What follows belongs to an exercise in optimizing a design on an open flow for small area, a short achievable clock period and few clock cycles per item; a production flow would make more cautious choices. For this run, only the layout was checked, not whether the RTL still works. Power is estimated from default activity; no workload was simulated.

===== design.v =====
module sp_multicycle #(
  parameter int MEM_AW = 12
) (
  input  logic                 clk,
  input  logic                 rst,
  input  logic                 in_valid,
  input  logic [31:0]          inst,
  output logic                 out_valid,
  output logic [31:0]          inst_addr,
  output logic [MEM_AW-1:0]    mem_addr,
  output logic                 mem_wen,
  output logic [31:0]          mem_wdata,
  input  logic [31:0]          mem_rdata
);
  localparam logic [5:0] OP_RTYPE = 6'd0;
  localparam logic [5:0] OP_ANDI  = 6'd1;
  localparam logic [5:0] OP_ORI   = 6'd2;
  localparam logic [5:0] OP_ADDI  = 6'd3;
  localparam logic [5:0] OP_SUBI  = 6'd4;
  localparam logic [5:0] OP_LW    = 6'd5;
  localparam logic [5:0] OP_SW    = 6'd6;
  localparam logic [5:0] OP_BEQ   = 6'd7;
  localparam logic [5:0] OP_BNE   = 6'd8;
  localparam logic [5:0] OP_LUI   = 6'd9;
  localparam logic [5:0] OP_J     = 6'd10;
  localparam logic [5:0] OP_JAL   = 6'd11;
  localparam logic [5:0] FN_AND = 6'd0;
  localparam logic [5:0] FN_OR  = 6'd1;
  localparam logic [5:0] FN_ADD = 6'd2;
  localparam logic [5:0] FN_SUB = 6'd3;
  localparam logic [5:0] FN_SLT = 6'd4;
  localparam logic [5:0] FN_SLL = 6'd5;
  localparam logic [5:0] FN_NOR = 6'd6;
  localparam logic [5:0] FN_JR  = 6'd7;
  localparam int S_ADD = 0, S_AND = 1, S_OR = 2, S_NOR = 3, S_SLT = 4,
                 S_SLL = 5, S_PASSB = 6, NSEL = 7;
  logic        exec_q, load_q;
  logic [31:0] pc_q;
  logic [31:0] rf_q [32];
  logic [31:0] rf_vld_q;           
  logic [31:0]     a_q, b_q;       
  logic            cin_q, we_q, lw_q;
  logic [NSEL-1:0] sel_q;
  logic [4:0]      waddr_q;
  logic [MEM_AW-1:0] imm_q;       
  logic [5:0]      ea_lo_q;        
  logic            ea_c_q;         
  logic            tk_q;           
  logic            wen_q, ovalid_q;
  wire idle  = !exec_q && !load_q;
  wire issue = idle && in_valid;
  wire [5:0]  op    = inst[31:26];
  wire [4:0]  rs    = inst[25:21];
  wire [4:0]  rt    = inst[20:16];
  wire [4:0]  rd    = inst[15:11];
  wire [5:0]  fn    = inst[5:0];
  wire [15:0] imm   = inst[15:0];
  wire [31:0] sel_a = (32'd1 << rs) & rf_vld_q;
  wire [31:0] sel_b = (32'd1 << rt) & rf_vld_q;
  logic [31:0] rd_a, rd_b;
  logic [1023:0] rf_flat;
  always_comb for (int i = 0; i < 32; i++) rf_flat[32*i +: 32] = rf_q[i];
  sp_multicycle_rdport u_rda (.sel(sel_a), .rf(rf_flat), .rd(rd_a));
  sp_multicycle_rdport u_rdb (.sel(sel_b), .rf(rf_flat), .rd(rd_b));
  wire [31:0] sext_imm = {{16{imm[15]}}, imm};
  wire [31:0] zext_imm = {16'h0000, imm};
  wire [31:0] pc_plus4 = pc_q + 32'd4;
  wire [31:0] br_tgt   = pc_plus4 + {sext_imm[29:0], 2'b00};
  wire [31:0] jmp_tgt  = {pc_q[31:28], inst[25:0], 2'b00};
  wire        eq       = (rd_a == rd_b);
  wire is_r = (op == OP_RTYPE);
  logic [31:0]     npc;
  logic            inv;
  logic [31:0]     opb;
  logic            cin, we;
  logic [NSEL-1:0] sel;
  logic [4:0]      waddr;
  always_comb begin
    npc   = pc_plus4;
    inv   = 1'b0;
    opb   = sext_imm;
    cin   = 1'b0;
    we    = 1'b0;
    sel   = '0;
    waddr = rt;
    case (op)
      OP_RTYPE: begin
        waddr = rd;
        we    = 1'b1;
        opb   = rd_b;
        case (fn)
          FN_AND: sel[S_AND] = 1'b1;
          FN_OR:  sel[S_OR]  = 1'b1;
          FN_ADD: sel[S_ADD] = 1'b1;
          FN_SUB: begin sel[S_ADD] = 1'b1; inv = 1'b1; cin = 1'b1; end
          FN_SLT: begin sel[S_SLT] = 1'b1; inv = 1'b1; cin = 1'b1; end
          FN_SLL: sel[S_SLL] = 1'b1;
          FN_NOR: sel[S_NOR] = 1'b1;
          FN_JR: begin
            we  = 1'b0;
            npc = rd_a;
          end
          default: we = 1'b0;
        endcase
      end
      OP_ANDI: begin we = 1'b1; sel[S_AND] = 1'b1; opb = zext_imm; end
      OP_ORI:  begin we = 1'b1; sel[S_OR]  = 1'b1; opb = zext_imm; end
      OP_ADDI: begin we = 1'b1; sel[S_ADD] = 1'b1; end
      OP_SUBI: begin we = 1'b1; sel[S_ADD] = 1'b1; inv = 1'b1; cin = 1'b1; end
      OP_LUI:  begin we = 1'b1; sel[S_PASSB] = 1'b1; opb = {imm, 16'h0000}; end
      OP_SW:   opb = rd_b;
      OP_BEQ:  opb = br_tgt;
      OP_BNE:  opb = br_tgt;
      OP_J:    npc = jmp_tgt;
      OP_JAL: begin
        we    = 1'b1;
        waddr = 5'd31;
        sel[S_PASSB] = 1'b1;
        opb   = pc_plus4;
        npc   = jmp_tgt;
      end
      default: ;
    endcase
  end
  wire [32:0] sum_c = {a_q, 1'b1} + {b_q, cin_q};
  wire [31:0] sum   = sum_c[32:1];
  wire        slt = (a_q[31] ^ ~b_q[31]) ? a_q[31] : sum[31];
  wire [31:0] alu =
      ({32{sel_q[S_ADD]}}   & sum)
    | ({32{sel_q[S_AND]}}   & (a_q & b_q))
    | ({32{sel_q[S_OR]}}    & (a_q | b_q))
    | ({32{sel_q[S_NOR]}}   & ~(a_q | b_q))
    | ({32{sel_q[S_SLT]}}   & {31'd0, slt})
    | ({32{sel_q[S_SLL]}}   & (a_q << imm_q[10:6]))
    | ({32{sel_q[S_PASSB]}} & b_q);
  wire        rf_we    = (exec_q && we_q) || load_q;
  wire [31:0] rf_wdata = load_q ? mem_rdata : alu;
  always_ff @(posedge clk or posedge rst) begin
    if (rst) begin
      exec_q   <= 1'b0;
      load_q   <= 1'b0;
      ovalid_q <= 1'b0;
      wen_q    <= 1'b0;
      pc_q     <= 32'd0;
      tk_q     <= 1'b0;
      rf_vld_q <= 32'd0;
    end else begin
      exec_q   <= issue;
      load_q   <= exec_q && lw_q;
      ovalid_q <= (issue && op != OP_LW) || (exec_q && lw_q);
      wen_q    <= issue && op == OP_SW;
      if (issue) pc_q <= npc;
      else if (tk_q) pc_q <= b_q;
      tk_q     <= issue && ((op == OP_BEQ && eq) || (op == OP_BNE && !eq));
      if (rf_we) rf_vld_q[waddr_q] <= 1'b1;
    end
  end
  always_ff @(posedge clk) begin
    a_q     <= rd_a;
    b_q     <= opb ^ {32{inv}};
    cin_q   <= cin;
    we_q    <= we;
    lw_q    <= (op == OP_LW);
    sel_q   <= sel;
    imm_q   <= imm[MEM_AW-1:0];
    {ea_c_q, ea_lo_q} <= {1'b0, rd_a[5:0]} + {1'b0, imm[5:0]};
    if (idle) waddr_q <= waddr;
    if (rf_we) rf_q[waddr_q] <= rf_wdata;
  end
  assign out_valid = ovalid_q;
  assign inst_addr = tk_q ? b_q : pc_q;
  assign mem_wen   = wen_q;
  assign mem_addr  = {a_q[MEM_AW-1:6] + imm_q[MEM_AW-1:6] + {5'd0, ea_c_q}, ea_lo_q};
  assign mem_wdata = b_q;
endmodule
module sp_multicycle_rdport (
  input  logic [31:0]   sel,
  input  logic [1023:0] rf,
  output logic [31:0]   rd
);
  logic [31:0] g [4];
  logic [31:0] n01, n23;
  for (genvar k = 0; k < 4; k++) begin : grp
    sp_multicycle_rdgrp u_grp (.sel(sel[8*k +: 8]), .rf(rf[256*k +: 256]), .rd(g[k]));
  end
  sp_multicycle_nor2  u_n01 (.a(g[0]), .b(g[1]), .y(n01));
  sp_multicycle_nor2  u_n23 (.a(g[2]), .b(g[3]), .y(n23));
  sp_multicycle_nand2 u_out (.a(n01), .b(n23), .y(rd));
endmodule
module sp_multicycle_rdgrp (
  input  logic [7:0]   sel,
  input  logic [255:0] rf,
  output logic [31:0]  rd
);
  always_comb begin
    rd = 32'd0;
    for (int i = 0; i < 8; i++) rd = rd | ({32{sel[i]}} & rf[32*i +: 32]);
  end
endmodule
module sp_multicycle_nor2 (
  input  logic [31:0] a, b,
  output logic [31:0] y
);
  assign y = ~(a | b);
endmodule
module sp_multicycle_nand2 (
  input  logic [31:0] a, b,
  output logic [31:0] y
);
  assign y = ~(a & b);
endmodule

===== flow/run.sh =====
#!/bin/bash
set -euo pipefail
bash standard.sh SETUP_SLACK_MARGIN=5.3 finish > make.log 2>&1

===== standard.sh =====
#!/bin/bash
# synth_recipe.tcl (not shown) runs the flow's synth.tcl, then flattens the netlist and writes it again
# the make line also repeats each setting of config.mk as NAME=value (left out here)
make -C /OpenROAD-flow-scripts/flow DESIGN_CONFIG=/design/flow/config.mk WORK_HOME=/design/flow/orfs CLKGATE_MAP_FILE= SYNTH_SCRIPT=/design/flow/synth_recipe.tcl "${@:-finish}"

===== config.mk =====
export PLATFORM = sky130hd
export DESIGN_NAME = sp_multicycle
export DESIGN_NICKNAME = sp_multicycle
export VERILOG_FILES = /design/flow/design.v
export SDC_FILE = /design/flow/constraint.sdc
export NUM_CORES = 4
export LEC_CHECK = 0
export CAP_MARGIN = 20
export CORE_MARGIN = 2
export CORE_UTILIZATION = 45
export CTS_CLUSTER_DIAMETER = 100
export CTS_CLUSTER_SIZE = 25
export PLACE_DENSITY = 0.6
export SLEW_MARGIN = 20
export SYNTH_HIERARCHICAL = 1

===== constraint.sdc =====
create_clock -name core_clock -period 10.0 [get_ports {clk}]
set_input_delay 2.0000 -clock core_clock [delete_from_list [all_inputs] [get_ports {clk}]]
set_output_delay 2.0000 -clock core_clock [all_outputs]
set_load 0.01 [all_outputs]

==> reports/qor.json <==
{
  "run_status": {
    "run_status": "timing/DRC/antenna clean"
  },
  "global_route": {
    "grt_start_max_net_pins": 66,
    "wire_length_of_the_first_global_routing_pass_mm": 333,
    "first_global_vias": 42200,
    "grt_remaining_overflow": 0,
    "antenna_found_initial": 11,
    "groute.usage.overall_pct": 35.7
  },
  "critical_path": {
    "crit_chain": "clkbuf_4, and3b_1, and3_1, buf_4, a22oi_1, nand4_1, nor2_1, nand2_1, xnor2_2, nand4_1, nor4_2, nand2_1, mux2i_1, nor2_1",
    "cpPeakStageDelay_ns": 0.39,
    "path_class": "primary input to register",
    "critPathSlowestCell": "sky130_fd_sc_hd__nand2_1",
    "critPathRequiredTime_ns": 10.61,
    "timing.critical_path.to_type": "register",
    "start_kind": "primary input",
    "path_max_fanout": 32,
    "cp_data_arrival_time_ns": 5.44
  },
  "detailed_routing": {
    "dr.pass1.iters": 8,
    "count_of_antenna_violating_nets_left_after_detailed_routing": 0,
    "route.final.wire_length_mm": 244,
    "post_drt_wl_per_cell_um": 38.0,
    "wl_met3_mm": 30.0,
    "vias": 46200,
    "top_layer_in_use": "met5",
    "first_iter_violations": 7740,
    "routedLengthMet1_mm": 93.8,
    "routed_via_density": 7.22,
    "routed_met2_length_mm": 106,
    "drc": 0
  },
  "layout": {
    "drive_gt1_share_pct": 12.5,
    "num-nets-final": 4893,
    "regArea_sq_um": 34400,
    "filler_cell_count": 11100,
    "layout-area-overhead-vs-synth_pct": 11.0,
    "multi_input_area_sq_um": 22600
  },
  "clock_tree": {
    "cts-htree-levels": 2,
    "clock_insertion_delay_worst_skew_ns": 0.73,
    "cts-root-buf": "sky130_fd_sc_hd__clkbuf_16",
    "cts.path.max_buffers": 3,
    "cts_sinks": 1185,
    "cts_tree": "yes",
    "number_of_buffers_inserted_during_clock_tree_synthesis": 55,
    "ctsHoldBuffers": 0,
    "cts.clk_slew.worst_paths_ns": 0.11
  },
  "pwr": {
    "static-leakage-power_uw": 0.0220,
    "internal-power_uw": 7280,
    "peakVddDrop_mv": 0.159,
    "netSwitchingPower_uw": 2950,
    "power_per_unit_of_standard_cell_area_nw_per_um2": 159,
    "power.combinational.fraction_pct": 18.3,
    "seqPwrFrac_pct": 54.8,
    "clock_power_share_pct": 26.9,
    "sw_frac_of_total_pct": 28.8
  },
  "placed_design": {
    "placement.io_buffers": 144,
    "place_congestion": 1.06,
    "detailed_place_hpwl_mm": 159,
    "place_worst_setup_slack_ns": 3.27
  },
  "die": {
    "number_of_placement_rows": 131,
    "fp.dieW_um": 363,
    "floorplan.core_area_sq_um": 128000,
    "floorplan.initialDensity_pct": 45.4,
    "floorplan.die_area_sq_um": 132000,
    "chipHeight_um": 363,
    "pin_count": 145
  },
  "synth": {
    "ys_seq_area_share_pct": 59.2,
    "yosys.cell_types.count": 97,
    "yosys-mux-area-fraction_pct": 3.00,
    "synth_xor_xnor_area_share_pct": 1.99,
    "synth_async_sr_flop_share_pct": 5.82,
    "post_synth_and_or_nand_nor_area_fraction_pct": 8.91,
    "ys.warnings.count": 10,
    "yosys.area_share.adder_pct": 2.66,
    "avgSynthCellArea_sq_um": 12.6,
    "synthesis.nets": 4807,
    "synth_enable_flop_cells": 1029,
    "ys_ff_latch": 1185,
    "syn_inst": 4620,
    "synth_top_family_by_area": "compound AO/OA/AOI/OAI gates",
    "synth_compound_gate_area_share_pct": 20.1,
    "netlist_area_sq_um": 58100,
    "top_ff_cell_synth": "sky130_fd_sc_hd__edfxtp_1"
  },
  "worst_hold_path": {
    "hold_path.class": "register to register"
  },
  "sta": {
    "finalHoldViolations": 0,
    "final.setup_skew_ns": 0.0427,
    "tcrit_tclk_final_pct": 48.2,
    "setup_viol_count_final": 0,
    "final.min_clock_period_ns": 4.82,
    "max_fclk_ghz": 0.207,
    "rsz0062_at_grt": "true",
    "maxSlewHeadroom_pct": 21.8,
    "tightest_slew_ns": 1.17,
    "final.setup.tns_ns": 0,
    "slew_viols_final": 0,
    "worst_slack_ns": 5.18
  },
  "job": {
    "maxCapViolations": 0
  }
}
## through the flow
step	std cells	cell area (sq um)	utilization, %	hold slack [ns]	power (uW)
2_1_floorplan	4620	58100	-	0.433	6730
3_3_place_gp	6284	61400	48.1	0.445	7480
3_5_place_dp	6284	61400	48.1	0.454	7480
4_1_cts	6380	63800	49.9	0.478	10200
5_1_grt	6400	64400	50.4	0.497	10500
6_report	6407	64400	50.4	0.486	10200
## cells by family (layout without fill, tap and decap cells)
| logic type | count (synthesis) | in the layout |
|---|---|---|
| adder cells (fa/ha/maj) | 120 | 120 |
| other | 0 | 7 |
| flip-flops | 1185 | 1185 |
| AO/OA/AOI/OAI | 1586 | 1586 |
| multiplexers | 134 | 134 |
| buffers and inverters | 444 | 560 |
| AND/OR/NAND/NOR | 1020 | 1022 |
| XOR/XNOR | 131 | 131 |
## registers in the layout (all words and copies together) (netlist names), 5 cells and up
signal	cells
waddr_q	5
sel_q	7
rf_vld_q	32
ea_lo_q	6
imm_q	6
a_q	32
pc_q	32
rf_q	1024
b_q	32
## cell type report
class	instances	share of cell area [%]
repair buffers	326	4.85
clock buffers	78	2.30
flip-flops and latches	1185	53.4
well taps	1662	3.23
inverters	145	0.845
multi-input cells	2993	35.1
diodes	7	0.0272
clock inverters	11	0.305
## per-module statistics from Yosys, one instance, submodules excluded, excerpt
module               cell area, sq um  flops+latches
sp_multicycle                   46600           1185
sp_multicycle_rdgrp              1340              0
sp_multicycle_nand2               120              0
sp_multicycle_nor2                120              0
## final timing paths
kind	start	end	slack, ns	depth (start not counted)
setup / recovery	inst[25]	tk_q$_DFF_PP0_	5.18	14
hold / removal	rf_vld_q[28]$_DFFE_PP0P_	rf_vld_q[28]$_DFFE_PP0P_	0.49	1
setup reg to reg	b_q[1]$_DFF_P_	rf_q[2][31]$_DFFE_PP_	5.28	14
hold reg to reg	rf_vld_q[28]$_DFFE_PP0P_	rf_vld_q[28]$_DFFE_PP0P_	0.49	1
max in group asynchronous	rst	rf_vld_q[17]$_DFFE_PP0P_	7.08	3
min in group asynchronous	rst	pc_q[31]$_DFFE_PP0P_	1.78	2
## cells in the final DEF, fill, tap and decap left out, types with 67 or more instances in the layout
cell	instances
sky130_fd_sc_hd__a21oi_1	115
sky130_fd_sc_hd__a22oi_1	1031
sky130_fd_sc_hd__buf_4	131
sky130_fd_sc_hd__clkdlybuf4s50_1	128
sky130_fd_sc_hd__dfrtp_1	68
sky130_fd_sc_hd__dfxtp_1	77
sky130_fd_sc_hd__edfxtp_1	1029
sky130_fd_sc_hd__ha_1	113
sky130_fd_sc_hd__inv_1	139
sky130_fd_sc_hd__mux2i_1	67
sky130_fd_sc_hd__nand2_1	213
sky130_fd_sc_hd__nand4_1	280
sky130_fd_sc_hd__nor2_1	163
sky130_fd_sc_hd__xnor2_1	81
## timing repair
item / in CTS / in global routing
pin swaps: 26 / 53
gates cloned: 1 / 4
setup endpoints to repair: 167 / 103
gates resized for setup: 225 / 125
setup buffers: 6 / 13
endpoints found under the hold margin: 0 / 0
## synth_stat cells (all sizes together), types with 7 or more instances
master | instances | area (sq um)
a221o | 7 | 70.1
nor2b | 11 | 68.8
o22ai | 7 | 43.8
o21a | 15 | 114
ha | 114 | 1430
nor3 | 43 | 225
and2 | 11 | 68.8
nand4 | 280 | 1750
nand2 | 229 | 860
a21oi | 138 | 702
o21ai | 77 | 389
and4 | 16 | 140
inv | 144 | 541
o211ai | 22 | 170
a21o | 57 | 429
a222oi | 13 | 130
or3 | 9 | 56.3
o21bai | 38 | 297
dfxtp | 87 | 1740
nand3 | 43 | 215
nor2 | 262 | 988
and3 | 70 | 438
nand2b | 11 | 68.8
clkbuf | 79 | 297
xnor2 | 88 | 778
mux2 | 39 | 439
a31oi | 38 | 244
mux4 | 28 | 631
xor2 | 43 | 377
a22oi | 1049 | 7920
mux2i | 67 | 671
buf | 220 | 1580
edfxtp | 1029 | 30900
a211oi | 18 | 150
a221oi | 43 | 394
dfrtp | 69 | 1730
## layer usage
| layer | track usage (%) | vias to the layer above |
|---|---|---|
| li1 | - | 18800 |
| met1 | 49.8 | 23500 |
| met2 | 53.2 | 3384 |
| met3 | 7.58 | 542 |
| met4 | 16.6 | 6 |
| met5 | 0 | - |
## worst max-delay path, delay by kind of cell
kind | cells | cell delay (ns)
buf+inv | 2 | 0.53
simple gates | 9 | 2.07
mux | 1 | 0.18
compound gates | 1 | 0.32
xor+xnor | 1 | 0.30
## power by group through the flow
stage	sequential, uW	clock, uW	combinational [uW]
after detailed placement	5710	0	1760
after CTS	5600	2770	1800
after global placement	5710	0	1770
after global routing	5610	2940	1970
after floorplan	5640	0	1100
final	5610	2750	1870

-- re-timing with driven ports --
In the flow no input, the clock included, has a driving cell. The finished layout below was timed again as built, in two steps. Step 1 (the two cells are an assumption about what drives the block):
set clk [get_ports {clk}]
set_driving_cell -lib_cell sky130_fd_sc_hd__clkbuf_16 $clk
set_driving_cell -lib_cell sky130_fd_sc_hd__buf_2 [delete_from_list [all_inputs] $clk]
Step 2, shift: input delay + t, output delay - t, t = (earliest + latest rising clock arrival at the registers) / 2. This alone moves slack from input paths to output paths. Three values: ideal ports, drivers, drivers and shift; two values: the first two.
t (ns): 0.786
setup WS [ns]: 5.178 / 5.223 / 4.437
hold slack, ns: 0.486 / 0.486 / 0.486
clock arrival spread, ns: 0.043 / 0.043
After both steps this run still meets setup and hold. The setup slack of this run moves by +0.045 ns with the drivers and by -0.741 ns with both steps.
